What follows belongs to an exercise in optimizing a design on an open flow for small area and a short achievable clock period; a production flow would make more cautious choices.
The RTL was checked by simulation tests, not by an equivalence proof against the original design.
Power and IR drop assume default switching activity.

## run A
Design rename_unit, start of the top module:
module rename_unit (
    input  logic        clk,
    input  logic        rst,
    input  logic        rename_valid,
    input  logic [14:0] rename_req,      
    output logic        rename_stall,
    output logic        rsp_valid,
    output logic [23:0] rename_rsp,      
    input  logic        commit_valid,
    input  logic [10:0] commit           
);
export LEC_CHECK = 0
export CAP_MARGIN = 20
export CORE_MARGIN = 2
export CORE_UTILIZATION = 50
export SETUP_SLACK_MARGIN = 2.0
export SLEW_MARGIN = 20
export SYNTH_HIERARCHICAL = 1
export SYNTH_MINIMUM_KEEP_SIZE = 0
create_clock -name core_clock -period 4.0 [get_ports {clk}]
standard.sh (not shown) runs the stock make flow with config.mk's settings and CLKGATE_MAP_FILE= SYNTH_SCRIPT=/design/flow/synth_recipe.tcl, a recipe that flattens the netlist after the stock synthesis.
==> flow/flow/run.sh <==
#!/bin/bash
# The standard layout, with the port buffers built from a plain buffer
# cell (buf_4) instead of the delay-type buffer buffer_ports picks by default
set -euo pipefail
export BUFFER_PORTS_ARGS="-buffer_cell sky130_fd_sc_hd__buf_4"
bash standard.sh > standard.log 2>&1
Inputs modified between run A and run B:
--- a/flow/config.mk
+++ b/flow/config.mk
@@ -10,0 +11,2 @@
+export CTS_CLUSTER_DIAMETER = 80
+export CTS_CLUSTER_SIZE = 30
Notes after the runs:
Net switching power figure, run B and run A: lower on run B
Comparing the two runs side by side, run B comes out ahead of run A on worst setup slack.
Per the comparison of run B with run A, average via count per standard cell picked up an extra about 0.6%; fraction of area in multi-input gates picked up an extra 2.0 points; global-route usage lost 0.81 points.
[compare] base=run A new=run B: met2 routing resource usage after global routing shows a reduction of 1.6 points, final total power shows a reduction of about 18%.
The following lists how run C was set up differently from run B:
--- a/flow/config.mk
+++ b/flow/config.mk
@@ -10,3 +10,3 @@
-export CORE_UTILIZATION = 50
-export CTS_CLUSTER_DIAMETER = 80
-export CTS_CLUSTER_SIZE = 30
+export CORE_UTILIZATION = 60
+export CTS_CLUSTER_DIAMETER = 70
+export CTS_CLUSTER_SIZE = 24
Results
Run C against run B: final non-filler cell total decreased by 4.1% relative to the old numbers, post-layout utilization of the core increased by 11 points relative to the old numbers, sequential share of layout area closely matched the old numbers.
Of run C and run B, run C shows the higher overall via count from detail_route, with run B below it.
Summary of run C over run B: number of clock-tree buffers in the layout moved up; hold slack was more or less identical; total internal power increased about 4%; arrival time at the worst endpoint saw little to no change.
Run C and run B ended up with roughly the same post-synthesis to final-layout area growth.
Share of power burned in registers is higher on run B

---

## old
rename_unit, a different RTL version from the one above (not shown whole).
Size in the first run: about 420 flip-flops, roughly 56 I/O pins, ~0.016 mm² of cells after synthesis.
clock: 4.0 ns
lec_check: 0
cap_margin: 20
core_margin: 2
core_utilization: 70
cts_cluster_diameter: 70
cts_cluster_size: 24
setup_slack_margin: 2.0
slew_margin: 20
synth_hierarchical: 1
synth_minimum_keep_size: 0
==> flow/flow/run.sh <==
#!/bin/bash
# The standard layout, with the port buffers built from a plain buffer
# cell (buf_4) instead of the delay-type buffer buffer_ports picks by
# default, and the response outputs' port buffers then shrunk to buf_1
# (flow/post_gp.tcl, run after global placement)
set -euo pipefail
export BUFFER_PORTS_ARGS="-buffer_cell sky130_fd_sc_hd__buf_4"
export POST_GLOBAL_PLACE_TCL="$PWD/flow/post_gp.tcl"
bash standard.sh > standard.log 2>&1
==> flow/flow/post_gp.tcl <==
# After global placement: the registered response outputs (rsp_valid,
# rename_rsp) have a full cycle of slack, so their port buffers are made
# from the smallest buffer; rename_stall, a combinational path from the
# inputs, keeps the buffer buffer_ports gave it.
foreach port [get_ports -filter "direction == output"] {
  if {[get_full_name $port] eq "rename_stall"} { continue }
  foreach pin [get_pins -of_objects [get_nets [get_full_name $port]] -filter "direction == output"] {
    replace_cell [get_cells -of_objects $pin] sky130_fd_sc_hd__buf_1
  }
}
Looking at the reports, old completed the entire flow and the layout it produced met the timing, design-rule and antenna checks.
## Diff of input files: new against old
Settings: CORE_UTILIZATION now 60, was 70.
==> flow/flow/run.sh <==
#!/bin/bash
# The standard layout, with the port buffers built from a plain buffer
# cell (buf_4) instead of the delay-type buffer buffer_ports picks by default
set -euo pipefail
export BUFFER_PORTS_ARGS="-buffer_cell sky130_fd_sc_hd__buf_4"
bash standard.sh > standard.log 2>&1
removed: flow/flow/post_gp.tcl
[summary]
- Comparing old and new, the higher die area is on new.
- new against old: minimum clock period shows a reduction of 0.0066 ns; combinational power shows a reduction of about 3%; share of the synthesized netlist area taken by xor and xnor gates shows no meaningful change; cell area shows an increase of about 1.6%; portion of total power attributed to sequential cells shows a reduction of 1.8 points.
- The run with more routed wire is old, not new.

---

## v1
rename_unit again, from the RTL that the note above started with.
export LEC_CHECK = 0
export CAP_MARGIN = 20
export CORE_MARGIN = 2
export CORE_UTILIZATION = 60
export CTS_CLUSTER_DIAMETER = 70
export CTS_CLUSTER_SIZE = 24
export SETUP_SLACK_MARGIN = 2.0
export SLEW_MARGIN = 20
export SYNTH_HIERARCHICAL = 1
export SYNTH_MINIMUM_KEEP_SIZE = 0
create_clock -name core_clock -period 4.0 [get_ports {clk}]
==> flow/flow/run.sh <==
#!/bin/bash
# The standard layout, with the port buffers built from a plain buffer
# cell (buf_4) instead of the delay-type buffer buffer_ports picks by
# default, and the response outputs' port buffers then shrunk to buf_1
# (flow/post_gp.tcl, run after global placement)
set -euo pipefail
export BUFFER_PORTS_ARGS="-buffer_cell sky130_fd_sc_hd__buf_4"
export POST_GLOBAL_PLACE_TCL="$PWD/flow/post_gp.tcl"
bash standard.sh > standard.log 2>&1
==> flow/flow/post_gp.tcl <==
# After global placement: the registered response outputs (rsp_valid,
# rename_rsp) have a full cycle of slack, so their port buffers are made
# from the smallest buffer; rename_stall, a combinational path from the
# inputs, keeps the buffer buffer_ports gave it.
foreach port [get_ports -filter "direction == output"] {
  if {[get_full_name $port] eq "rename_stall"} { continue }
  foreach pin [get_pins -of_objects [get_nets [get_full_name $port]] -filter "direction == output"] {
    replace_cell [get_cells -of_objects $pin] sky130_fd_sc_hd__buf_1
  }
}
## Diff of input files: v20 against v1
- CORE_UTILIZATION now 70, was 60
==> flow/flow/run.sh <==
#!/bin/bash
# The standard layout, with the port buffers built from a plain buffer
# cell (buf_4) instead of the delay-type buffer buffer_ports picks by default
set -euo pipefail
export BUFFER_PORTS_ARGS="-buffer_cell sky130_fd_sc_hd__buf_4"
bash standard.sh > standard.log 2>&1
removed: flow/flow/post_gp.tcl
--- outcome ---
- The final layout from v20, which completed every stage, passed the timing, design-rule and antenna checks at the end of the flow.
- On total power, v1 and v20 are basically level.
- Cmp v1 and v20 / worst hold slack / lower: v1
- Looking at count of instances resized after the clock tree is built, v20 sits above v1.
- Share of power burned in combinational logic in v20 is 1.4 points higher than in v1
- For the utilization, v20 came in 11 points higher than v1 did.
- Comparing v1 and v20, the higher fraction of cell area in non-clock buffers is on v20.
- Comparing v1 and v20, final critical delay including setup and external delays is higher on v1.

[static timing again, ports no longer ideal]
The results above use ideal ports. As a check the final layouts listed here were re-extracted and re-timed, cells and wires unchanged.
Step 1 sets driving cells, clkbuf_16 on the clock port and buf_2 on the other inputs (assumed; they add their load-dependent delay and slew).
Step 2, shift: input delay + t, output delay - t, t = (earliest + latest rising clock arrival at the registers) / 2. This alone moves slack from input paths to output paths.
Three values: no drivers, after step 1, after step 2; two values: the first two.
run | t, ns | setup WS [ns] | clock arrival spread, ns | worst register clock-pin slew, ns
run A | 0.599 | 1.895 / 1.844 / 1.352 | 0.024 / 0.024 | 0.07 / 0.07
run B | 0.595 | 1.903 / 1.851 / 1.389 | 0.022 / 0.023 | 0.11 / 0.11
run C | 0.599 | 1.913 / 1.866 / 1.389 | 0.040 / 0.039 | 0.10 / 0.10
old | 0.592 | 1.914 / 1.852 / 1.348 | 0.016 / 0.016 | 0.10 / 0.10
new | 0.591 | 1.921 / 1.872 / 1.390 | 0.025 / 0.025 | 0.10 / 0.10
v1 | 0.593 | 1.891 / 1.845 / 1.326 | 0.019 / 0.019 | 0.09 / 0.09
v20 | 0.599 | 1.915 / 1.856 / 1.380 | 0.039 / 0.039 | 0.10 / 0.10
After both steps setup and hold are still met in every run listed. For old, which loses most, drivers alone change the setup slack by -0.062 ns; drivers and shift together by -0.566 ns.
